Context: an optimization exercise on an open-source flow, tuned for small area and a short achievable clock period. The choices shown serve that exercise and are no tape-out recipe.
Only simulation tests tie the RTL to the original design; equivalence was not proved.

### design/flow/flow/run.sh
#!/bin/bash
set -euo pipefail
bash standard.sh \
  "BUFFER_PORTS_ARGS=-buffer_cell sky130_fd_sc_hd__buf_4" \
  MATCH_CELL_FOOTPRINT=0 \
  SETUP_SLACK_MARGIN=6.5 \
  finish > flow_make.log 2>&1
### design/flow/standard.sh
#!/bin/bash
# synth_recipe.tcl (not shown) runs the flow's synth.tcl, then flattens the netlist and writes it again
# the make line also repeats each setting of config.mk as NAME=value (left out here)
make -C /OpenROAD-flow-scripts/flow DESIGN_CONFIG=/design/flow/config.mk WORK_HOME=/design/flow/orfs CLKGATE_MAP_FILE= SYNTH_SCRIPT=/design/flow/synth_recipe.tcl "${@:-finish}"
### design/flow/config.mk
export PLATFORM = sky130hd
export DESIGN_NAME = s64x7_core
export DESIGN_NICKNAME = s64x7_core
export VERILOG_FILES = /design/flow/design.v
export SDC_FILE = /design/flow/constraint.sdc
export NUM_CORES = 4
export LEC_CHECK = 0
export CAP_MARGIN = 20
export CORE_MARGIN = 2
export CORE_UTILIZATION = 55
export CTS_CLUSTER_DIAMETER = 80
export CTS_CLUSTER_SIZE = 20
export SLEW_MARGIN = 20
export TNS_END_PERCENT = 5
### design/flow/constraint.sdc
create_clock -name core_clock -period 10.0 [get_ports {clk_i}]
set_input_delay 2.0000 -clock core_clock [delete_from_list [all_inputs] [get_ports {clk_i}]]
set_output_delay 2.0000 -clock core_clock [all_outputs]
set_load 0.01 [all_outputs]
### design/flow/design.v
`timescale 1ns/10ps
package s64_pkg;
    typedef logic [63:0] word_t;
    typedef logic [60:0] pkt_addr_t;
    typedef logic [7:0]  sel_t;
    typedef logic [3:0]  slot_t;
    typedef enum logic [3:0] {
        OPC_NOP    = 4'd0,
        OPC_LIT8   = 4'd1,
        OPC_LIT16  = 4'd2,
        OPC_LIT32  = 4'd3,
        OPC_STORES = 4'd4,
        OPC_LOADS  = 4'd5,
        OPC_INTOPS = 4'd6,
        OPC_JUMPS  = 4'd7,
        OPC_RET    = 4'd8,
        OPC_STKOPS = 4'd9
    } opc_e;
    typedef enum logic [3:0] {
        ALU_ADD  = 4'd0,
        ALU_SUB  = 4'd1,
        ALU_SLL  = 4'd2,
        ALU_SLT  = 4'd3,
        ALU_SLTU = 4'd4,
        ALU_SGE  = 4'd5,
        ALU_SGEU = 4'd6,
        ALU_SEQ  = 4'd7,
        ALU_SNE  = 4'd8,
        ALU_XOR  = 4'd9,
        ALU_SRL  = 4'd10,
        ALU_SRA  = 4'd11,
        ALU_OR   = 4'd12,
        ALU_AND  = 4'd13,
        ALU_BIC  = 4'd14
    } alu_op_e;
    localparam logic [3:0] SUB_SDM   = 4'd0;
    localparam logic [3:0] SUB_LDM   = 4'd3;
    localparam logic [3:0] SUB_JT8   = 4'd0;
    localparam logic [3:0] SUB_JF8   = 4'd1;
    localparam logic [3:0] SUB_J8    = 4'd2;
    localparam logic [3:0] SUB_CALL8 = 4'd3;
    localparam logic [3:0] SUB_DROP  = 4'd0;
    localparam logic [3:0] SUB_DUP   = 4'd1;
    typedef enum logic [2:0] {
        OPND_HOLD, OPND_PUSH_LIT, OPND_LOAD, OPND_STORE_POP, OPND_ALU_POP, OPND_DROP, OPND_DUP
    } operand_op_e;
    typedef enum logic [2:0] {
        FLOW_HOLD, FLOW_FETCH, FLOW_JT, FLOW_JF, FLOW_JMP, FLOW_CALL, FLOW_RET
    } flow_op_e;
    localparam pkt_addr_t RESET_VECTOR = 61'h1C00_0000_0000_0000;
    localparam int        STACK_DEPTH  = 4;
endpackage
`timescale 1ns/10ps
module s64_spill_stack #(
    parameter int WIDTH = 64
) (
    input  logic     clk_i,
    input  logic     rst_n_i,
    input  logic     push_i,
    input  logic     pop_i,
    input  logic [WIDTH-1:0] dat_i,
    output logic [WIDTH-1:0] top_o
);
    logic [1:0]       ptr;
    logic [1:0]       cnt;    
    logic [WIDTH-1:0] e0;
    logic [WIDTH-1:0] e1;
    logic [WIDTH-1:0] e2;
    logic [WIDTH-1:0] e3;
    logic [1:0]       wr;
    assign wr = ptr + 2'd1;
    always_ff @(posedge clk_i or negedge rst_n_i) begin
        if (!rst_n_i) begin
            ptr <= 2'd0;
            cnt <= 2'd0;
        end else if (push_i) begin
            ptr <= wr;
            if (cnt != 2'd3) begin
                cnt <= cnt + 2'd1;
            end
        end else if (pop_i && (cnt != 2'd0)) begin
            ptr <= ptr - 2'd1;
            cnt <= cnt - 2'd1;
        end
    end
    always_ff @(posedge clk_i or negedge rst_n_i) begin
        if (!rst_n_i) begin
            e0 <= '0;
        end else if (push_i && (wr == 2'd0)) begin
            e0 <= dat_i;
        end
    end
    always_ff @(posedge clk_i) begin
        if (push_i && (wr == 2'd1)) e1 <= dat_i;
        if (push_i && (wr == 2'd2)) e2 <= dat_i;
        if (push_i && (wr == 2'd3)) e3 <= dat_i;
    end
    always_comb begin
        case (ptr)
            2'd0:    top_o = e0;
            2'd1:    top_o = e1;
            2'd2:    top_o = e2;
            default: top_o = e3;
        endcase
    end
endmodule
`timescale 1ns/10ps
module s64_alu (
    input  s64_pkg::word_t a_i,
    input  s64_pkg::word_t b_i,
    input  logic           b_inv_i,
    input  logic           s_sum_i,    
    input  logic           s_sll_i,
    input  logic           s_sr_i,     
    input  logic           s_sra_i,
    input  logic           s_p_i,      
    input  logic           s_g_i,      
    input  logic           s_slt_i,
    input  logic           s_sltu_i,
    input  logic           s_sge_i,
    input  logic           s_sgeu_i,
    input  logic           s_seq_i,
    input  logic           s_sne_i,
    output s64_pkg::word_t result_o
);
    s64_pkg::word_t b_eff;
    s64_pkg::word_t pp;
    s64_pkg::word_t gg;
    logic [64:0]    sum;
    logic           ltu;
    logic           lts;
    logic           eq;
    assign b_eff = b_i ^ {64{b_inv_i}};
    assign pp    = a_i ^ b_eff;
    assign gg    = a_i & b_eff;
    assign sum   = {1'b0, a_i} + {1'b0, b_eff} + {64'd0, b_inv_i};
    assign eq    = &pp;
    assign ltu   = ~sum[64];
    assign lts   = (a_i[63] ^ b_i[63]) ? a_i[63] : ltu;
    logic           fill;
    s64_pkg::word_t sh_in;
    s64_pkg::word_t sh [7];
    s64_pkg::word_t sh_rev;
    assign fill = s_sra_i & a_i[63];
    always_comb begin
        for (int i = 0; i < 64; i++) begin
            sh_in[i] = s_sll_i ? a_i[63-i] : a_i[i];
        end
    end
    assign sh[0] = sh_in;
    for (genvar k = 0; k < 6; k++) begin : g_sh
        assign sh[k+1] = b_i[k] ? {{(1 << k){fill}}, sh[k][63:(1 << k)]} : sh[k];
    end
    always_comb begin
        for (int i = 0; i < 64; i++) begin
            sh_rev[i] = sh[6][63-i];
        end
    end
    logic flag;
    assign flag = (s_slt_i & lts) | (s_sltu_i & ltu) | (s_sge_i & ~lts) | (s_sgeu_i & ~ltu) |
                  (s_seq_i & eq) | (s_sne_i & ~eq);
    assign result_o = ({64{s_sum_i}} & sum[63:0]) |
                      ({64{s_sll_i}} & sh_rev) |
                      ({64{s_sr_i}}  & sh[6]) |
                      ({64{s_p_i}}   & pp) |
                      ({64{s_g_i}}   & gg) |
                      {63'd0, flag};
endmodule
`timescale 1ns/10ps
module s64_operand_unit (
    input  logic             clk_i,
    input  logic             rst_n_i,
    input  logic             push_i,
    input  logic             pop_i,
    input  logic             mv_i,     
    input  logic             zen_i,    
    input  logic             lit_i,
    input  logic             load_i,
    input  logic             store_i,
    input  logic             alu_i,
    input  logic             drop_i,
    input  logic [12:0]      alu_sel_i,
    input  s64_pkg::word_t   lit_val_i,
    input  s64_pkg::word_t   rd_data_i,
    output s64_pkg::word_t   tos_o,
    output s64_pkg::word_t   nos_o
);
    s64_pkg::word_t x;
    s64_pkg::word_t y;
    s64_pkg::word_t z;
    s64_pkg::word_t ds_top;
    s64_pkg::word_t alu_result;
    s64_spill_stack #(
        .WIDTH (64)
    ) i_data_stack (
        .clk_i   (clk_i),
        .rst_n_i (rst_n_i),
        .push_i  (push_i),
        .pop_i   (pop_i),
        .dat_i   (x),
        .top_o   (ds_top)
    );
    s64_alu i_alu (
        .a_i      (y),
        .b_i      (z),
        .b_inv_i  (alu_sel_i[0]),
        .s_sum_i  (alu_sel_i[1]),
        .s_sll_i  (alu_sel_i[2]),
        .s_sr_i   (alu_sel_i[3]),
        .s_sra_i  (alu_sel_i[4]),
        .s_p_i    (alu_sel_i[5]),
        .s_g_i    (alu_sel_i[6]),
        .s_slt_i  (alu_sel_i[7]),
        .s_sltu_i (alu_sel_i[8]),
        .s_sge_i  (alu_sel_i[9]),
        .s_sgeu_i (alu_sel_i[10]),
        .s_seq_i  (alu_sel_i[11]),
        .s_sne_i  (alu_sel_i[12]),
        .result_o (alu_result)
    );
    always_ff @(posedge clk_i or negedge rst_n_i) begin
        if (!rst_n_i) begin
            x <= '0;
            y <= '0;
            z <= '0;
        end else begin
            if (mv_i) begin
                x <= push_i ? y : ds_top;
                y <= push_i ? z : x;
            end
            if (zen_i) begin
                z <= ({64{lit_i}}   & lit_val_i) |
                     ({64{load_i}}  & rd_data_i) |
                     ({64{alu_i}}   & alu_result) |
                     ({64{drop_i}}  & y) |
                     ({64{store_i}} & x);
            end
        end
    end
    assign tos_o = z;
    assign nos_o = y;
endmodule
`timescale 1ns/10ps
module s64_flow_unit (
    input  logic               clk_i,
    input  logic               rst_n_i,
    input  logic               fetch_i,
    input  logic               jt_i,
    input  logic               jf_i,
    input  logic               jmp_i,
    input  logic               call_i,
    input  logic               ret_i,
    input  logic [8:0]         step_i,
    input  s64_pkg::word_t     tos_i,
    output s64_pkg::pkt_addr_t p_o,
    output logic               redirect_o
);
    s64_pkg::pkt_addr_t p;
    s64_pkg::pkt_addr_t rz;
    s64_pkg::pkt_addr_t rs_top;
    s64_pkg::pkt_addr_t sum;
    logic               tos_nz;
    logic               jump;
    assign tos_nz = |tos_i;
    assign jump   = (jt_i && tos_nz) || (jf_i && !tos_nz) || jmp_i || call_i;
    assign redirect_o = jump || ret_i;
    assign sum = p + {{52{step_i[8]}}, step_i};
    s64_spill_stack #(
        .WIDTH (61)
    ) i_return_stack (
        .clk_i   (clk_i),
        .rst_n_i (rst_n_i),
        .push_i  (call_i),
        .pop_i   (ret_i),
        .dat_i   (rz),
        .top_o   (rs_top)
    );
    always_ff @(posedge clk_i or negedge rst_n_i) begin
        if (!rst_n_i) begin
            p  <= s64_pkg::RESET_VECTOR;
            rz <= '0;
        end else begin
            if (ret_i) begin
                p <= rz;
            end else if (fetch_i || jump) begin
                p <= sum;
            end
            if (call_i) begin
                rz <= p;
            end else if (ret_i) begin
                rz <= rs_top;
            end
        end
    end
    assign p_o = p;
endmodule
`timescale 1ns/10ps
module s64_slot_sequencer (
    input  logic               clk_i,
    input  logic               rst_n_i,
    input  s64_pkg::word_t     dat_i,
    input  s64_pkg::word_t     tos_i,
    input  s64_pkg::word_t     nos_i,
    input  s64_pkg::pkt_addr_t p_i,
    input  logic               redirect_i,
    output logic               fetch_o,
    output logic               push_o,
    output logic               pop_o,
    output logic               mv_o,
    output logic               zen_o,
    output logic               lit_o,
    output logic               load_o,
    output logic               store_o,
    output logic               alu_o,
    output logic               drop_o,
    output logic               jt_o,
    output logic               jf_o,
    output logic               jmp_o,
    output logic               call_o,
    output logic               ret_o,
    output logic [12:0]        alu_sel_o,
    output s64_pkg::word_t     lit_val_o,
    output logic [8:0]         step_o,
    output s64_pkg::pkt_addr_t adr_o,
    output logic               cyc_o,
    output logic               we_o,
    output logic               vpa_o,
    output s64_pkg::sel_t      sel_o,
    output s64_pkg::word_t     dat_o,
    output s64_pkg::opc_e      opc_o
);
    logic           f;
    logic [3:0]     r;
    logic [23:0]    ops;
    s64_pkg::word_t dr;
    logic           lit8, lit16, lit32, nib, jrel;
    logic           push, pop, load, store, alu, drop, jt, jf, jmp, call, ret, mem;
    logic           ncyc, nvpa;
    logic           mem2;
    logic           mv, zen;
    logic [3:0]     opc;
    logic [12:0]    alu_sel;
    logic [8:0]     step;
    logic           f_n;
    logic [3:0]     op_n;
    logic [3:0]     sub_n;
    logic [7:0]     off_n;
    s64_pkg::word_t dr_sh;
    logic           nf;
    logic           n_lit8, n_lit16, n_lit32, n_jumps, n_jrel, n_nib;
    logic           n_load, n_store, n_alu, n_drop, n_dup;
    always_comb begin
        dr_sh = ({64{!(nib || lit8 || jrel || lit16 || lit32)}} & dr) |
                ({64{nib}}   & (dr >> 4)) |
                ({64{lit8}}  & (dr >> 8)) |
                ({64{jrel}}  & (dr >> 12)) |
                ({64{lit16}} & (dr >> 16)) |
                ({64{lit32}} & (dr >> 32));
    end
    assign f_n   = f ? (dat_i[63:60] == 4'd1) : (redirect_i || (r == 4'd1));
    assign op_n  = f ? dat_i[59:56] : ops[23:20];
    assign sub_n = f ? dat_i[3:0] : dr_sh[3:0];
    assign off_n = f ? dat_i[11:4] : dr_sh[11:4];
    assign nf    = !f_n;
    assign n_lit8  = nf && (op_n == s64_pkg::OPC_LIT8);
    assign n_lit16 = nf && (op_n == s64_pkg::OPC_LIT16);
    assign n_lit32 = nf && (op_n == s64_pkg::OPC_LIT32);
    assign n_jumps = nf && (op_n == s64_pkg::OPC_JUMPS);
    assign n_jrel  = n_jumps && (sub_n[3:2] == 2'b00);
    assign n_nib   = nf && ((op_n == s64_pkg::OPC_STORES) || (op_n == s64_pkg::OPC_LOADS) ||
                            (op_n == s64_pkg::OPC_INTOPS) || (op_n == s64_pkg::OPC_STKOPS) ||
                            ((op_n == s64_pkg::OPC_JUMPS) && (sub_n[3:2] != 2'b00)));
    assign n_store = nf && (op_n == s64_pkg::OPC_STORES) && (sub_n == s64_pkg::SUB_SDM);
    assign n_load  = nf && (op_n == s64_pkg::OPC_LOADS) && (sub_n == s64_pkg::SUB_LDM);
    assign n_alu   = nf && (op_n == s64_pkg::OPC_INTOPS);
    assign n_dup   = nf && (op_n == s64_pkg::OPC_STKOPS) && (sub_n == s64_pkg::SUB_DUP);
    assign n_drop  = (nf && (op_n == s64_pkg::OPC_STKOPS) && (sub_n == s64_pkg::SUB_DROP)) || n_jrel;
    always_ff @(posedge clk_i or negedge rst_n_i) begin
        if (!rst_n_i) begin
            f     <= 1'b1;
            ncyc  <= 1'b0;
            nvpa  <= 1'b0;
            opc   <= 4'd0;
            lit8  <= 1'b0;
            lit16 <= 1'b0;
            lit32 <= 1'b0;
            nib   <= 1'b0;
            jrel  <= 1'b0;
            push  <= 1'b0;
            pop   <= 1'b0;
            load  <= 1'b0;
            store <= 1'b0;
            alu   <= 1'b0;
            drop  <= 1'b0;
            jt    <= 1'b0;
            jf    <= 1'b0;
            jmp   <= 1'b0;
            call  <= 1'b0;
            ret   <= 1'b0;
            mem   <= 1'b0;
            mem2  <= 1'b0;
            mv    <= 1'b0;
            zen   <= 1'b0;
            step  <= 9'd1;
        end else begin
            f     <= f_n;
            ncyc  <= !(f_n || n_load || n_store);
            nvpa  <= !f_n;
            opc   <= nf ? op_n : 4'd0;
            lit8  <= n_lit8;
            lit16 <= n_lit16;
            lit32 <= n_lit32;
            nib   <= n_nib;
            jrel  <= n_jrel;
            push  <= n_lit8 || n_lit16 || n_lit32 || n_dup;
            pop   <= n_store || n_alu || n_drop;
            load  <= n_load;
            store <= n_store;
            alu   <= n_alu;
            drop  <= n_drop;
            jt    <= n_jumps && (sub_n == s64_pkg::SUB_JT8);
            jf    <= n_jumps && (sub_n == s64_pkg::SUB_JF8);
            jmp   <= n_jumps && (sub_n == s64_pkg::SUB_J8);
            call  <= n_jumps && (sub_n == s64_pkg::SUB_CALL8);
            ret   <= nf && (op_n == s64_pkg::OPC_RET);
            mem   <= n_load || n_store;
            mem2  <= n_load ^ n_store;
            mv    <= n_lit8 || n_lit16 || n_lit32 || n_dup || n_store || n_alu || n_drop;
            zen   <= n_lit8 || n_lit16 || n_lit32 || n_load || n_alu || n_drop || n_store;
            step  <= f_n ? 9'd1 : ({1'b0, off_n} - 9'd1);
        end
    end
    always_ff @(posedge clk_i) begin
        if (f) begin
            r   <= dat_i[63:60] - 4'd1;
            ops <= dat_i[55:32];
            dr  <= dat_i;
        end else begin
            r   <= r - 4'd1;
            ops <= {ops[19:0], 4'd0};
            dr  <= dr_sh;
        end
        alu_sel[0]  <= !((sub_n == s64_pkg::ALU_ADD) || (sub_n == s64_pkg::ALU_XOR) ||
                         (sub_n == s64_pkg::ALU_OR) || (sub_n == s64_pkg::ALU_AND));
        alu_sel[1]  <= (sub_n == s64_pkg::ALU_ADD) || (sub_n == s64_pkg::ALU_SUB);
        alu_sel[2]  <= (sub_n == s64_pkg::ALU_SLL);
        alu_sel[3]  <= (sub_n == s64_pkg::ALU_SRL) || (sub_n == s64_pkg::ALU_SRA);
        alu_sel[4]  <= (sub_n == s64_pkg::ALU_SRA);
        alu_sel[5]  <= (sub_n == s64_pkg::ALU_XOR) || (sub_n == s64_pkg::ALU_OR);
        alu_sel[6]  <= (sub_n == s64_pkg::ALU_AND) || (sub_n == s64_pkg::ALU_OR) ||
                       (sub_n == s64_pkg::ALU_BIC);
        alu_sel[7]  <= (sub_n == s64_pkg::ALU_SLT);
        alu_sel[8]  <= (sub_n == s64_pkg::ALU_SLTU);
        alu_sel[9]  <= (sub_n == s64_pkg::ALU_SGE);
        alu_sel[10] <= (sub_n == s64_pkg::ALU_SGEU);
        alu_sel[11] <= (sub_n == s64_pkg::ALU_SEQ);
        alu_sel[12] <= (sub_n == s64_pkg::ALU_SNE);
    end
    assign fetch_o   = f;
    assign push_o    = push;
    assign pop_o     = pop;
    assign mv_o      = mv;
    assign zen_o     = zen;
    assign lit_o     = lit8 || lit16 || lit32;
    assign load_o    = load;
    assign store_o   = store;
    assign alu_o     = alu;
    assign drop_o    = drop;
    assign jt_o      = jt;
    assign jf_o      = jf;
    assign jmp_o     = jmp;
    assign call_o    = call;
    assign ret_o     = ret;
    assign alu_sel_o = alu_sel;
    assign step_o    = step;
    assign lit_val_o = ({64{lit8}}  & {{56{dr[7]}}, dr[7:0]}) |
                       ({64{lit16}} & {{48{dr[15]}}, dr[15:0]}) |
                       ({64{lit32}} & {{32{dr[31]}}, dr[31:0]});
    assign cyc_o = !ncyc;
    assign we_o  = (opc == s64_pkg::OPC_STORES) && (dr[3:0] == s64_pkg::SUB_SDM);
    assign vpa_o = !nvpa;
    assign sel_o = {8{!ncyc}};
    assign dat_o = {64{store}} & nos_i;
    assign opc_o = s64_pkg::opc_e'(opc);
    assign adr_o[30:0]  = mem  ? tos_i[33:3]  : ({31{!ncyc}} & p_i[30:0]);
    assign adr_o[60:31] = mem2 ? tos_i[63:34] : ({30{!nvpa}} & p_i[60:31]);
endmodule
`timescale 1ns/10ps
module s64x7_core (
    input  logic               clk_i,
    input  logic               rst_n_i,
    input  s64_pkg::word_t     dat_i,
    output s64_pkg::pkt_addr_t adr_o,
    output logic               cyc_o,
    output logic               we_o,
    output logic               vpa_o,
    output s64_pkg::sel_t      sel_o,
    output s64_pkg::word_t     dat_o,
    output s64_pkg::opc_e      opc_o
);
    logic               fetch, push, pop, mv, zen, lit, load, store, alu, drop;
    logic               jt, jf, jmp, call, ret;
    logic [14:0]        alu_sel;
    s64_pkg::word_t     lit_val;
    logic [8:0]         step;
    s64_pkg::word_t     tos;
    s64_pkg::word_t     nos;
    s64_pkg::pkt_addr_t p;
    logic               redirect;
    s64_slot_sequencer i_slot_sequencer (
        .clk_i      (clk_i),
        .rst_n_i    (rst_n_i),
        .dat_i      (dat_i),
        .tos_i      (tos),
        .nos_i      (nos),
        .p_i        (p),
        .redirect_i (redirect),
        .fetch_o    (fetch),
        .push_o     (push),
        .pop_o      (pop),
        .mv_o       (mv),
        .zen_o      (zen),
        .lit_o      (lit),
        .load_o     (load),
        .store_o    (store),
        .alu_o      (alu),
        .drop_o     (drop),
        .jt_o       (jt),
        .jf_o       (jf),
        .jmp_o      (jmp),
        .call_o     (call),
        .ret_o      (ret),
        .alu_sel_o  (alu_sel),
        .lit_val_o  (lit_val),
        .step_o     (step),
        .adr_o      (adr_o),
        .cyc_o      (cyc_o),
        .we_o       (we_o),
        .vpa_o      (vpa_o),
        .sel_o      (sel_o),
        .dat_o      (dat_o),
        .opc_o      (opc_o)
    );
    s64_operand_unit i_operand_unit (
        .clk_i     (clk_i),
        .rst_n_i   (rst_n_i),
        .push_i    (push),
        .pop_i     (pop),
        .mv_i      (mv),
        .zen_i     (zen),
        .lit_i     (lit),
        .load_i    (load),
        .store_i   (store),
        .alu_i     (alu),
        .drop_i    (drop),
        .alu_sel_i (alu_sel),
        .lit_val_i (lit_val),
        .rd_data_i (dat_i),
        .tos_o     (tos),
        .nos_o     (nos)
    );
    s64_flow_unit i_flow_unit (
        .clk_i      (clk_i),
        .rst_n_i    (rst_n_i),
        .fetch_i    (fetch),
        .jt_i       (jt),
        .jf_i       (jf),
        .jmp_i      (jmp),
        .call_i     (call),
        .ret_i      (ret),
        .step_i     (step),
        .tos_i      (tos),
        .p_o        (p),
        .redirect_o (redirect)
    );
endmodule
==> results by group, run 1 <==
Yosys
  – Mapped cell area: 0.0566 sq mm
  – Syn nets: 5,985
  – Synth cell types: 98
  – Most common flop cell mapped by yosys: dfrtp_1
  – Number of synthesized register bits: 963
  – Post-Syn Instances: 5,777
  – Post-synth ARST share: 50.2%
  – Synth warn: 9
  – Sequential fraction of the synthesis area: 44.9%
  – Avg Inst Size Synth: 9.80 sq um
  – EDFF count, synth: 375

Min path
  – Hold Crit Class: flip-flop to flip-flop

Route
  – Detailed Routing Iterations Pass 1: 14
  – Via/cell ratio: 7.03
  – Vias post-DR: 50,478
  – Wirelength per Cell: 31.4 um
  – Post-route ant nets: 0
  – DRT iter0 DRCs: 8,342
  – Final WL: 225,000 um
  – DRC viols: 0

Global routing
  – First-pass GRT wire length: 323,000 um
  – Initial antenna violation count: 11
  – Vias in the first global route: 46,631
  – GRT Total Usage: 41.2%
  – Largest net degree at the start of global routing: 146
  – Gr ovfl total: 0

Clock network
  – CTS tree: yes
  – Worst skew pair latency: 0.68 ns
  – Clock-pin slew on the worst setup and hold paths: 0.09 ns
  – H-tree Lvls: 3
  – Clock sinks: 963
  – Root buffer cell: clkbuf_16
  – CTS buffer count: 66
  – Clock buffer depth: 3

STA
  – Slew Limit Fails: 0
  – Worst rel slew slack: 13.0%
  – Setup TNS: 0 ns
  – Min Tclk post-route: 4.06 ns
  – Worst clock skew: 0.0338 ns
  – Max Freq: 0.246 GHz
  – Setup violators final: 0
  – Final number of hold-violating endpoints: 0
  – Unrepaired setup endpoints after global routing: true
  – Worst-Margin Slew: 1.31 ns
  – Tcrit/Tclk final: 40.6%
  – Hold WS: 0.463 ns

Place
  – Hpwl dp: 152,000 um
  – GP Congestion: 1.06
  – Placed instance count: 6,964
  – Port Buf Inserts: 205

Setup path
  – CP arrival: 4.59 ns
  – Crit. End Element: flip-flop
  – Critical-path maximum fanout: 51
  – Crit path kind: flip-flop to flip-flop
  – Crit path launch type: flip-flop
  – CP required: 10.53 ns

Floorplan
  – Die Wd: 325 um
  – FP Rows: 117
  – Die ar.: 0.106 sq mm
  – Initial Util: 55.6%
  – Die Ht: 325 um
  – Core area: 0.102 sq mm
  – Boundary Pins: 206

Job
  – # Max-Cap Violations: 0

Cells and area
  – P&R area growth vs syn: 12.4%
  – Share of post-route cells with drive strength above 1: 17.4%
  – Post-route insts no fill: 7,184
  – Net count, final: 5,965
  – Layout filler cell count: 8,626

Outcome
  – Status: complete, no violations
## cell usage after synthesis (all sizes together), types with 40 or more instances
cell type  instances  area share (%)
a21oi            476             4.2
edfxtp           375              20
dfxtp            105             3.7
nand3             79            0.70
mux2             195             3.9
a31oi             90             1.1
a222oi           200             3.5
xor2             100             1.5
a221oi            79             1.2
mux4              74             2.9
o21ai            273             2.4
o22ai             54            0.60
nor3              40            0.37
mux2i            183             3.2
a21o              69            0.91
dfrtp            478              21
nor2b             75            0.83
nor2             363             2.4
inv              197             1.3
ha               140             3.1
xnor2             75             1.2
nand2            699             4.6
a22oi            147             1.9
and2              88            0.97
buf              118             1.0
clkbuf           368             2.4
nand4             47            0.52
a211oi           137             1.8
o211ai            89             1.2
o31ai             67            0.90
## final timing paths
path	from	to	slack [ns]	cells after the start
setup / recovery	i_slot_sequencer.alu_sel[2]	i_operand_unit.z[38]	5.94	9
hold / removal	i_slot_sequencer.ops[0]	i_slot_sequencer.ops[4]	0.46	1
min in group asynchronous	rst_n_i	i_operand_unit.i_data_stack.ptr[1]	1.25	1
setup reg to reg	i_slot_sequencer.alu_sel[2]	i_operand_unit.z[38]	5.94	9
max in group asynchronous	rst_n_i	i_flow_unit.rz[41]	6.57	3
hold reg to reg	i_slot_sequencer.ops[0]	i_slot_sequencer.ops[4]	0.46	1
## logic make-up (layout without fill, tap and decap cells)
logic type               count (synthesis)  after routing  share of synthesized area, %
AND/OR/NAND/NOR                       1508           1510                          11.9
multiplexers                           452            452                          10.1
XOR/XNOR                               175            175                          2.71
buffers and inverters                  685            716                          4.78
other                                    0              6                             0
flip-flops                             963            963                          44.9
AO/OA/AOI/OAI                         1852           1852                          22.5
adder cells (fa/ha/maj)                142            142                          3.16
## cell type report
class | count | area, sq um | area share [%]
multi-input cells | 4131 | 30000 | 47.1
clock inverters | 22 | 273 | 0.428
repair buffers | 396 | 3640 | 5.71
inverters | 199 | 749 | 1.18
flip-flops and latches | 963 | 25500 | 40.1
clock buffers | 99 | 1810 | 2.84
well taps | 1368 | 1710 | 2.69
diodes | 6 | 15.0 | 0.0236
## critical path: stages, from the launching register on
cell and delay, ns:
dfxtp_4 0.42, buf_16 0.27, mux4_2 0.56, mux2_2 0.31
mux2i_1 0.30, mux2i_1 0.17, o21ai_0 0.64, a21oi_1 0.31
a221oi_1 0.68, a221oi_1 0.17
## through the flow
step,cell area (sq um),util (%),setup slack [ns]
after CTS,62600,61.4,5.97
after floorplan,56700,-,6.31
after global routing,63700,62.5,5.95
after detailed placement,58900,57.8,5.13
final,63700,62.5,5.94
after global placement,58900,57.8,5.16
## sequential cells by signal (all words and copies together), names as in the netlist, 4 cells and up
| signal | flops |
|---|---|
| i_operand_unit.i_data_stack.e0 | 64 |
| i_operand_unit.i_data_stack.e1 | 64 |
| i_operand_unit.i_data_stack.e2 | 64 |
| i_operand_unit.i_data_stack.e3 | 64 |
| i_operand_unit.x | 64 |
| i_operand_unit.y | 64 |
| i_operand_unit.z | 64 |
| i_slot_sequencer.dr | 64 |
| i_flow_unit.i_return_stack.e0 | 61 |
| i_flow_unit.i_return_stack.e1 | 61 |
| i_flow_unit.i_return_stack.e2 | 61 |
| i_flow_unit.i_return_stack.e3 | 61 |
| i_flow_unit.p | 61 |
| i_flow_unit.rz | 61 |
| i_slot_sequencer.ops | 24 |
| i_slot_sequencer.alu_sel | 13 |
| i_slot_sequencer.step | 9 |
| i_slot_sequencer.opc | 4 |
| i_slot_sequencer.r | 4 |
## routing by layer
layer	global-route usage, %	share of wire (%)	up-vias
li1	-	-	21763
met1	54.4	38	24916
met2	62.1	44	3116
met3	8.48	11	679
met4	26.2	7.9	4
met5	0	0.010	-
## layout by cell type, fill, tap and decap left out, drive strengths merged, types with 195 or more instances in the layout
cell,Yosys,layout
nand2,699,699
dfrtp,478,478
a21oi,476,476
buf,118,382
edfxtp,375,375
nor2,363,363
o21ai,273,273
inv,197,211
a222oi,200,200
mux2,195,195
## what timing repair did
| action | 4_1_cts | 5_1_grt |
|---|---|---|
| setup buffers | 50 | 26 |
| hold buffers | 0 | 0 |
| cloned | 9 | 6 |
| endpoints found under the hold margin | 0 | 0 |
| pin swaps | 33 | 42 |
| resized for setup | 197 | 131 |
| setup endpoints to repair | 293 | 291 |
==> inputs of run 2 (changes only) <==
==> design/flow/flow/run.sh (replaced) <==
#!/bin/bash
set -euo pipefail
bash standard.sh \
  "BUFFER_PORTS_ARGS=-buffer_cell sky130_fd_sc_hd__buf_2" \
  MATCH_CELL_FOOTPRINT=0 \
  SETUP_SLACK_MARGIN=6.2 \
  finish > flow_make.log 2>&1
--- a/design/flow/config.mk
+++ b/design/flow/config.mk
@@ -8,5 +8,5 @@
 export CAP_MARGIN = 20
 export CORE_MARGIN = 2
-export CORE_UTILIZATION = 55
+export CORE_UTILIZATION = 65
 export CTS_CLUSTER_DIAMETER = 80
 export CTS_CLUSTER_SIZE = 20
==> run 2 against run 1 <==
Net effect: still clean; sequential share of layout area grew 1.6 points; setup slack worse by 0.046 ns; routed wire length decreased by 3.6%; register-to-register slack improved by 0.06 ns; critical path type is now flip-flop to output port; first-iteration DRC count grew 8.3%; fmax decreased by 1.1%; non-clock buffer count down 66; critical path depth fell by 5.
==> results by group, run 2 <==
Yosys
  – Most common cell in the netlist: nand2_1
  – Avg Inst Size Synth: 9.80 sq um
  – Number of synthesized register bits: 963
  – Mux cell area share after synthesis: 10.1%
  – Sequential fraction of the synthesis area: 44.9%
  – Post-synth top area cell: dfrtp_1
  – Yosys top cell area share: 21.1%
  – Dominant cells by area after synthesis: dfrtp_1, edfxtp_1, nand2_1, a21oi_1, mux2_2
  – EDFF count, synth: 375
  – Synth cell types: 98
  – Syn nets: 5,985
  – List of most frequent post-synthesis cells: nand2_1, dfrtp_1, a21oi_1
  – Mapped cell area: 0.0566 sq mm
  – Post-Syn Instances: 5,777
  – Post-synthesis adder-cell area fraction: 3.16%
  – Simple-gate share of the synthesized area: 11.9%
  – Synth warn: 9
  – Compound-Gate Fraction of Synth Area: 22.5%
  – XOR/XNOR Fraction of Synth Area: 2.71%
  – Post-synth ARST share: 50.2%
  – Most common flop cell mapped by yosys: dfrtp_1
  – Main combinational cell family by area after synthesis: compound AO/OA/AOI/OAI gates

STA
  – Final number of hold-violating endpoints: 0
  – Tcrit/Tclk final: 41.1%
  – Setup violators final: 0
  – Slew Limit Fails: 0
  – Setup TNS: 0 ns
  – Worst rel slew slack: 15.1%
  – Max Freq: 0.244 GHz
  – Worst clock skew: 0.0398 ns
  – Setup ws final: 5.89 ns
  – Unrepaired setup endpoints after global routing: true
  – Min Tclk post-route: 4.11 ns
  – Worst-Margin Slew: 1.27 ns

Global routing
  – Gr ovfl total: 0
  – Initial antenna violation count: 8
  – Largest net degree at the start of global routing: 143
  – First-pass GRT wire length: 316,000 um
  – Vias in the first global route: 47,640
  – GRT Total Usage: 47.3%

Setup path
  – CP required: 8.00 ns
  – Reg-to-Reg End: i_flow_unit.p[59]
  – Crit path kind: flip-flop to output port
  – Crit. End Element: output port
  – Critical Path Source: i_slot_sequencer.mem
  – Highest-delay cell along the critical path: dfrtp_4
  – FF-to-FF setup slack: 6.00 ns
  – Critical path buffers and inverters: 2
  – Critical-path maximum fanout: 16
  – Reg-to-Reg Start: i_slot_sequencer.step[1]
  – CP delay by family, top: flip-flops
  – R2R cell count: 11
  – Slowest cell delay on critical path: 0.59 ns
  – Crit path launch type: flip-flop
  – CP cell instances: buf_16 -> nand2_1 -> o31ai_4 -> buf_2
  – CP arrival: 2.11 ns

Outcome
  – Status: complete, no violations

Place
  – GP Congestion: 1.12
  – Port Buf Inserts: 205
  – Hpwl dp: 147,000 um
  – Place WS: 5.08 ns
  – Placed instance count: 6,742
  – DP Area: 0.0580 sq mm

Route
  – Vias post-DR: 50,907
  – Post-route ant nets: 0
  – Final WL: 217,000 um
  – Wirelength per Cell: 31.5 um
  – DRT iter0 DRCs: 9,035
  – Detailed Routing Iterations Pass 1: 10
  – Via/cell ratio: 7.39
  – DRC viols: 0

Clock network
  – CTS buffer count: 58
  – Worst skew pair latency: 0.71 ns
  – Post-CTS Hold Buffers: 0
  – Clock buffer depth: 3
  – Root buffer cell: clkbuf_16
  – H-tree Lvls: 2
  – Clock-pin slew on the worst setup and hold paths: 0.09 ns
  – Clock sinks: 963
  – CTS tree: yes

Min path
  – Worst Hold Depth: 1
  – Hold endpoint: i_slot_sequencer.ops[23]
  – Hold Startpoint: i_slot_sequencer.ops[19]
  – Hold Crit Class: flip-flop to flip-flop

Job
  – # Max-Cap Violations: 0

Floorplan
  – Core area: 0.0866 sq mm
  – FP Rows: 108
  – Die Ht: 299 um
  – Die ar.: 0.0895 sq mm
  – Initial Util: 65.4%
  – Die Wd: 299 um
  – Boundary Pins: 206

Cells and area
  – Net count, final: 5,890
  – Post-route insts no fill: 6,889
  – Share of post-route cells with drive strength above 1: 15.1%
  – Most common cell after layout, fill and taps aside: nand2_1
  – Commonest non-fill, non-tap cells in the layout: nand2_1, a21oi_1, dfrtp_1
  – P&R area growth vs syn: 8.15%
  – Design Area, Final: 0.0612 sq mm
[run 2: cell count changes in the layout (fill, tap and decap cells not counted), moves of 6 or more]
cell	change
clkbuf_16	-14
ha_4	-11
buf_4	-251
clkbuf_1	+6
dfrtp_2	-9
ha_1	+23
buf_2	+204
buf_12	-6
dfrtp_1	+7
ha_2	-12
[run 2: layout make-up]
| cell class | instances | area (sq um) |
|---|---|---|
| multi-input cells | 4130 | 29400 |
| fillers | 6426 | 25400 |
| repair buffers | 330 | 2330 |
| inverters | 199 | 749 |
| diodes | 2 | 5.00 |
| well taps | 1155 | 1450 |
| flip-flops and latches | 963 | 25500 |
| clock buffers | 99 | 1680 |
| clock inverters | 11 | 118 |
[run 2: per-layer routing]
metal / vias up / track usage, % / wire (um)
li1: 21575 / - / -
met1: 24698 / 61.6 / 76800
met2: 3832 / 70.4 / 94100
met3: 788 / 11.8 / 28500
met4: 14 / 31.4 / 17600
met5: - / 0 / 102
[run 2: cells by family after synthesis]
logic type | Yosys count
AO/OA/AOI/OAI | 1852
AND/OR/NAND/NOR | 1508
flip-flops | 963
buffers and inverters | 685
multiplexers | 452
XOR/XNOR | 175
adder cells (fa/ha/maj) | 142
[run 2: per-stage QoR]
stage	hold WS (ns)	util, %
floorplan	0.434	-
CTS	0.465	70.0
global placement	0.436	67.0
finish	0.460	70.7
global route	0.476	70.7
detailed placement	0.442	67.0
[run 2: worst max path at each step]
stage | endpoint | cells past startpoint | slack (ns)
floorplan | i_operand_unit.z[62] | 15 | 6.20
global placement | i_operand_unit.z[0] | 13 | 4.97
detailed placement | i_operand_unit.z[0] | 13 | 5.08
CTS | adr_o[1] | 4 | 5.96
global route | adr_o[10] | 4 | 5.95
finish | adr_o[2] | 4 | 5.89
[run 2: what timing repair did]
item,in CTS,in global routing
hold endpoints to repair,0,0
gates resized for setup,110,99
buffers inserted,7,19
setup endpoints to repair,218,230
pin swaps,2,14
cloned,7,0
==> inputs of run 3 (changes only) <==
--- a/design/flow/design.v
+++ b/design/flow/design.v
@@ -265,5 +265,19 @@
     assign jump   = (jt_i && tos_nz) || (jf_i && !tos_nz) || jmp_i || call_i;
     assign redirect_o = jump || ret_i;
-    assign sum = p + {{52{step_i[8]}}, step_i};
+    logic [9:0]  lo;
+    logic [51:0] ph;
+    logic [51:0] ones;    
+    logic [51:0] zeros;   
+    assign lo   = {1'b0, p[8:0]} + {1'b0, step_i};
+    assign ph   = p[60:9];
+    always_comb begin
+        ones[0]  = 1'b1;
+        zeros[0] = 1'b1;
+        for (int i = 1; i < 52; i++) begin
+            ones[i]  = ones[i-1] & ph[i-1];
+            zeros[i] = zeros[i-1] & ~ph[i-1];
+        end
+    end
+    assign sum = {ph ^ (lo[9] ? ({52{!step_i[8]}} & ones) : ({52{step_i[8]}} & zeros)), lo[8:0]};
     s64_spill_stack #(
         .WIDTH (61)
@@ -339,4 +353,5 @@
     logic           mem2;
     logic           mv, zen;
+    logic           wr;
     logic [3:0]     opc;
     logic [12:0]    alu_sel;
@@ -402,4 +417,5 @@
             mv    <= 1'b0;
             zen   <= 1'b0;
+            wr    <= 1'b0;
             step  <= 9'd1;
         end else begin
@@ -428,4 +444,5 @@
             mv    <= n_lit8 || n_lit16 || n_lit32 || n_dup || n_store || n_alu || n_drop;
             zen   <= n_lit8 || n_lit16 || n_lit32 || n_load || n_alu || n_drop || n_store;
+            wr    <= n_store && !n_load;
             step  <= f_n ? 9'd1 : ({1'b0, off_n} - 9'd1);
         end
@@ -481,5 +498,5 @@
     assign vpa_o = !nvpa;
     assign sel_o = {8{!ncyc}};
-    assign dat_o = {64{store}} & nos_i;
+    assign dat_o = {64{wr}} & nos_i;
     assign opc_o = s64_pkg::opc_e'(opc);
     assign adr_o[30:0]  = mem  ? tos_i[33:3]  : ({31{!ncyc}} & p_i[30:0]);
==> run 3 against run 2 <==
Net effect: global-route usage up 1.8 points; largest cell class unchanged; routed wire length is 0.21% lower; critical endpoint is now adr_o[21]; worst hold slack improved by 0.0021 ns; critical path depth down 1; final cell count fell by 5.8%.
==> results by group, run 3 <==
Place
  – GP Congestion: 1.10
  – Port Buf Inserts: 205
  – DP Area: 0.0558 sq mm
  – Placed instance count: 6,325
  – Hpwl dp: 143,000 um

Yosys
  – Sequential fraction of the synthesis area: 46.9%
  – Avg Inst Size Synth: 10.0 sq um
  – List of most frequent post-synthesis cells: nand2_1, dfrtp_1, nor2_1
  – Dominant cells by area after synthesis: dfrtp_1, edfxtp_1, nand2_1, mux2_2, dfxtp_1
  – Mapped cell area: 0.0543 sq mm
  – Syn nets: 5,574
  – Most common flop cell mapped by yosys: dfrtp_1
  – EDFF count, synth: 375
  – Yosys top cell area share: 22.1%
  – Post-synth top area cell: dfrtp_1
  – Post-Syn Instances: 5,416
  – Number of synthesized register bits: 964
  – Most common cell in the netlist: nand2_1
  – Synth warn: 9
  – Post-synth ARST share: 50.2%
  – Synth cell types: 88

Floorplan
  – Core area: 0.0832 sq mm
  – Die Ht: 293 um
  – Initial Util: 65.4%
  – FP Rows: 106
  – Boundary Pins: 206
  – Die ar.: 0.0859 sq mm
  – Die Wd: 293 um

Clock network
  – Post-CTS Hold Buffers: 0
  – CTS tree: yes
  – Clock sinks: 964
  – Worst skew pair latency: 0.70 ns
  – CTS buffer count: 59
  – Clock-pin slew on the worst setup and hold paths: 0.09 ns
  – H-tree Lvls: 2
  – Clock buffer depth: 3
  – Root buffer cell: clkbuf_16

Setup path
  – Critical-path maximum fanout: 15
  – CP cell instances: buf_12 -> o31ai_1 -> buf_2
  – CP required: 8.00 ns
  – R2R cell count: 10
  – CP arrival: 2.03 ns
  – Crit path launch type: flip-flop
  – Crit. End Element: output port
  – Crit path kind: flip-flop to output port
  – Highest-delay cell along the critical path: dfrtp_4
  – CP Depth: 3
  – CP delay by family, top: flip-flops
  – Critical path buffers and inverters: 2
  – Slowest cell delay on critical path: 0.61 ns

Route
  – DRT iter0 DRCs: 9,062
  – Via/cell ratio: 7.62
  – Vias post-DR: 49,402
  – Post-route ant nets: 0
  – DRC viols: 0
  – Detailed Routing Iterations Pass 1: 14
  – Wirelength per Cell: 33.4 um
  – Final WL: 217,000 um

Cells and area
  – Commonest non-fill, non-tap cells in the layout: nand2_1, dfrtp_1, nor2_1
  – Layout filler cell count: 6,143
  – P&R area growth vs syn: 8.46%
  – Net count, final: 5,496
  – Design Area, Final: 0.0589 sq mm
  – Most common cell after layout, fill and taps aside: nand2_1
  – Post-route insts no fill: 6,486
  – Share of post-route cells with drive strength above 1: 16.1%

Global routing
  – First-pass GRT wire length: 310,000 um
  – Initial antenna violation count: 19
  – GRT Total Usage: 49.1%
  – Largest net degree at the start of global routing: 153
  – Gr ovfl total: 0
  – Vias in the first global route: 45,494

STA
  – Setup TNS: 0 ns
  – Tcrit/Tclk final: 40.3%
  – Setup violators final: 0
  – Final number of hold-violating endpoints: 0
  – Worst rel slew slack: 13.1%
  – Max Freq: 0.248 GHz
  – Worst-Margin Slew: 1.29 ns
  – Unrepaired setup endpoints after global routing: true
  – Worst clock skew: 0.0372 ns
  – Min Tclk post-route: 4.03 ns
  – Slew Limit Fails: 0

Job
  – # Max-Cap Violations: 0

Min path
  – Worst Hold Depth: 1
  – Hold Crit Class: flip-flop to flip-flop

Outcome
  – Status: complete, no violations
## run 3: changes by cell type after synthesis, moves of 24 or more
cell,change
a21oi_1,-170
inv_1,-73
nand2_1,-63
a211oi_1,-54
ha_1,-50
a41oi_1,+31
xnor2_1,-30
o21ai_1,-29
nor2_1,+26
a31oi_1,+24
## run 3: cell families (layout without fill, tap and decap cells)
group,after synthesis,count (layout),synth area share (%)
AO/OA/AOI/OAI,1655,1655,21.4
XOR/XNOR,131,131,2.11
adder cells (fa/ha/maj),92,92,2.15
buffers and inverters,603,576,4.25
flip-flops,964,964,46.9
multiplexers,462,462,10.6
other,0,17,0
AND/OR/NAND/NOR,1509,1509,12.6
## run 3: cell type report
| cell class | count | area, sq um | area share [%] |
|---|---|---|---|
| Timing Repair Buffer | 335 | 2420 | 4.11 |
| Antenna cell | 17 | 42.5 | 0.0722 |
| Tap cell | 1080 | 1350 | 2.29 |
| Clock buffer | 96 | 1620 | 2.74 |
| Clock inverter | 16 | 193 | 0.327 |
| Multi-Input combinational cell | 3849 | 27300 | 46.3 |
| Inverter | 129 | 492 | 0.834 |
| Sequential cell | 964 | 25500 | 43.3 |
## run 3: path summary, 6_finish.rpt
check | startpoint | to | slack [ns]
min | i_slot_sequencer.ops[8] | i_slot_sequencer.ops[12] | 0.46
max reg2reg | i_operand_unit.y[53] | i_operand_unit.z[4] | 5.98
max in group asynchronous | rst_n_i | i_operand_unit.x[56] | 6.70
max | i_slot_sequencer.mem | adr_o[21] | 5.97
min reg2reg | i_slot_sequencer.ops[8] | i_slot_sequencer.ops[12] | 0.46
min in group asynchronous | rst_n_i | i_operand_unit.x[17] | 1.21
## run 3: layer usage
| layer | vias to the layer above | global-route usage, % | routed length [um] |
|---|---|---|---|
| met5 | - | 1.64 | 276 |
| met4 | 14 | 33.9 | 18300 |
| met3 | 913 | 17.8 | 33200 |
| met2 | 4169 | 67.3 | 88300 |
| met1 | 23854 | 64.6 | 76700 |
| li1 | 20452 | - | - |
## run 3: through the flow
step                worst slack [ns]  hold WS [ns]  util [%]
finish                          5.97         0.463      70.9
detailed placement              4.99         0.442      67.1
global route                    5.95         0.477      70.8
floorplan                       6.15         0.434         -
global placement                5.04         0.436      67.1
CTS                             6.02         0.462      70.4
## run 3: what timing repair did
item	in CTS	in global routing
cloned	8	3
setup buffers	15	4
endpoints found under the setup margin	241	150
gates resized for setup	112	61
pin swaps	2	8
==> inputs of run 4 (changes only) <==
--- a/design/flow/config.mk
+++ b/design/flow/config.mk
@@ -8,5 +8,5 @@
 export CAP_MARGIN = 20
 export CORE_MARGIN = 2
-export CORE_UTILIZATION = 65
+export CORE_UTILIZATION = 55
 export CTS_CLUSTER_DIAMETER = 80
 export CTS_CLUSTER_SIZE = 20
==> run 4 against run 3 <==
Net effect: clock skew rose by 0.011 ns; count of clock-buffer cells in the layout increased by 2; design area increased by 0.24%; highest routed layer unchanged; non-clock buffer count increased by 1; critical endpoint is now adr_o[5]; still clean; critical path depth is the same; largest cell class unchanged; final cell count is 3.1% higher.
==> results by group, run 4 <==
Route
  – Wirelength per Cell: 32.7 um
  – Vias post-DR: 47,927
  – DRC viols: 0
  – Post-route ant nets: 0
  – Detailed Routing Iterations Pass 1: 14
  – Via/cell ratio: 7.17
  – DRT iter0 DRCs: 7,927
  – Final WL: 218,000 um

Place
  – Placed instance count: 6,539
  – GP Congestion: 1.08
  – Port Buf Inserts: 205
  – Hpwl dp: 150,000 um

Yosys
  – Yosys top cell area share: 22.1%
  – Post-synth ARST share: 50.2%
  – Dominant cells by area after synthesis: dfrtp_1, edfxtp_1, nand2_1, mux2_2, dfxtp_1
  – Avg Inst Size Synth: 10.0 sq um
  – Simple-gate share of the synthesized area: 12.6%
  – EDFF count, synth: 375
  – Mapped cell area: 0.0543 sq mm
  – Most common flop cell mapped by yosys: dfrtp_1
  – Syn nets: 5,574
  – Sequential fraction of the synthesis area: 46.9%
  – Post-synthesis adder-cell area fraction: 2.15%
  – Mux cell area share after synthesis: 10.6%
  – Number of synthesized register bits: 964
  – Post-Syn Instances: 5,416
  – Post-synth top area cell: dfrtp_1
  – Compound-Gate Fraction of Synth Area: 21.4%
  – Synth cell types: 88
  – Synth warn: 9
  – List of most frequent post-synthesis cells: nand2_1, dfrtp_1, nor2_1
  – Main combinational cell family by area after synthesis: compound AO/OA/AOI/OAI gates
  – Most common cell in the netlist: nand2_1
  – XOR/XNOR Fraction of Synth Area: 2.11%

Clock network
  – Clock-pin slew on the worst setup and hold paths: 0.09 ns
  – Worst skew pair latency: 0.75 ns
  – CTS tree: yes
  – Post-CTS Hold Buffers: 0
  – H-tree Lvls: 2
  – Root buffer cell: clkbuf_16
  – CTS buffer count: 59
  – Clock sinks: 964
  – Clock buffer depth: 3

Global routing
  – Gr ovfl total: 0
  – Initial antenna violation count: 14
  – Largest net degree at the start of global routing: 182
  – First-pass GRT wire length: 315,000 um
  – Vias in the first global route: 44,384
  – GRT Total Usage: 42.2%

Setup path
  – Critical-path maximum fanout: 8
  – Slowest cell delay on critical path: 0.60 ns
  – Crit path kind: flip-flop to output port
  – Highest-delay cell along the critical path: dfrtp_4
  – CP cell instances: clkbuf_16 -> o31ai_4 -> buf_2
  – Crit. End Element: output port
  – Crit path launch type: flip-flop
  – CP required: 8.00 ns
  – CP delay by family, top: flip-flops
  – CP arrival: 2.10 ns
  – Critical path buffers and inverters: 2

Cells and area
  – Commonest non-fill, non-tap cells in the layout: nand2_1, dfrtp_1, nor2_1
  – Layout filler cell count: 8,392
  – Share of post-route cells with drive strength above 1: 16.3%
  – Fin util: 60.2%
  – Net count, final: 5,497
  – P&R area growth vs syn: 8.72%
  – Post-route insts no fill: 6,689
  – Most common cell after layout, fill and taps aside: nand2_1

STA
  – Min Tclk post-route: 4.10 ns
  – Worst clock skew: 0.0480 ns
  – Slew Limit Fails: 0
  – Tcrit/Tclk final: 41.0%
  – Setup TNS: 0 ns
  – Worst-Margin Slew: 1.12 ns
  – Final number of hold-violating endpoints: 0
  – Setup violators final: 0
  – Unrepaired setup endpoints after global routing: true
  – Worst rel slew slack: 24.4%
  – Max Freq: 0.244 GHz

Job
  – # Max-Cap Violations: 0

Min path
  – Hold Crit Class: flip-flop to flip-flop

Floorplan
  – Core area: 0.0981 sq mm
  – FP Rows: 115
  – Initial Util: 55.4%
  – Die Ht: 318 um
  – Die ar.: 0.101 sq mm
  – Boundary Pins: 206
  – Die Wd: 318 um

Outcome
  – Status: complete, no violations
-- run 4: cell types whose count changed in the layout (fill, tap and decap cells not counted), moves of 5 or more --
| cell | delta |
|---|---|
| dfrtp_2 | +7 |
| buf_4 | +10 |
| diode_2 | -5 |
| o31ai_2 | +7 |
| o31ai_1 | -6 |
| dfrtp_1 | -6 |
-- run 4: worst register-to-register path, delay by kind of cell (launching register included) --
family	cells	cell delay, ns
mux	4	1.75
compound gates	4	1.05
flops	1	0.57
buf+inv	1	0.37
simple gates	2	0.22
-- run 4: timing repair --
item | CTS | global route
gates cloned | 4 | 3
pin swaps | 2 | 8
gates resized for setup | 112 | 61
endpoints found under the setup margin | 266 | 241
buffers inserted | 10 | 9
-- run 4: metrics by stage --
| stage | area [sq um] | hold slack, ns | setup slack (ns) |
|---|---|---|---|
| floorplan | 54400 | 0.434 | 6.15 |
| global placement | 56100 | 0.436 | 4.89 |
| detailed placement | 56100 | 0.441 | 4.89 |
| CTS | 58700 | 0.437 | 5.90 |
| global route | 59100 | 0.469 | 5.92 |
| finish | 59100 | 0.455 | 5.90 |
-- run 4: area by class of cell --
cell class              count  area, sq um  area share (%)
diodes                     12         30.0          0.0508
clock buffers              98         1680            2.84
clock inverters            14          188           0.318
inverters                 129          487           0.824
multi-input cells        3849        27200            46.1
flip-flops and latches    964        25500            43.2
well taps                1287         1610            2.73
repair buffers            336         2320            3.92
-- run 4: final timing paths --
check | start | to | slack [ns] | cells after the start
max | i_slot_sequencer.mem | adr_o[5] | 5.90 | 3
min | i_slot_sequencer.ops[0] | i_slot_sequencer.ops[4] | 0.46 | 1
max reg2reg | i_slot_sequencer.alu_sel[2] | i_operand_unit.z[16] | 5.93 | 11
min reg2reg | i_slot_sequencer.ops[0] | i_slot_sequencer.ops[4] | 0.46 | 1
max in group asynchronous | rst_n_i | i_slot_sequencer.call | 6.56 | 3
min in group asynchronous | rst_n_i | i_operand_unit.x[20] | 1.22 | 1
-- run 4: per-layer routing --
layer / track usage [%] / part of all wire (%)
met1: 58.2 / 40
met2: 59.5 / 42
met3: 11.9 / 12
met4: 24.2 / 6.7
met5: 0 / 0.022
-- run 4: cell families (layout without fill, tap and decap cells) --
logic type,after synthesis,in the layout
other,0,12
AOI/OAI and AO/OA,1655,1655
muxes,462,462
adders and majority gates,92,92
xor gates and xnor gates,131,131
DFF,964,964
and+or+nand+nor,1509,1509
buffers and inverters,603,577

[separate check: timing with driven ports]
The results above use ideal ports. As a check the final layouts listed here were re-extracted and re-timed, cells and wires unchanged.
Step 1 sets driving cells, clkbuf_16 on the clock port and buf_2 on the other inputs (assumed; they add their load-dependent delay and slew).
Step 2 times the ports against the registers' clock, not the clock port: input delays grow and output delays shrink by t, the midpoint of the rising clock arrivals with the driver on.
Slacks: no drivers / after step 1 / after step 2; pairs: no drivers / after step 1.
| run | t, ns | setup WS [ns] | hold WS [ns] | latest minus earliest clock arrival (ns) | worst slew at a driven data input, ns |
|---|---|---|---|---|---|
| run 1 | 0.752 | 5.939 / 5.870 / 5.799 | 0.463 / 0.463 / 0.463 | 0.044 / 0.043 | 0.05 |
| run 2 | 0.769 | 5.894 / 5.816 / 5.611 | 0.460 / 0.460 / 0.460 | 0.040 / 0.040 | 0.06 |
| run 3 | 0.755 | 5.967 / 5.889 / 5.686 | 0.463 / 0.463 / 0.463 | 0.040 / 0.040 | 0.06 |
| run 4 | 0.802 | 5.900 / 5.824 / 5.542 | 0.455 / 0.455 / 0.455 | 0.048 / 0.048 | 0.05 |
After both steps setup and hold are still met in every run listed. For run 4, which loses most, drivers alone change the setup slack by -0.076 ns; drivers and shift together by -0.358 ns.
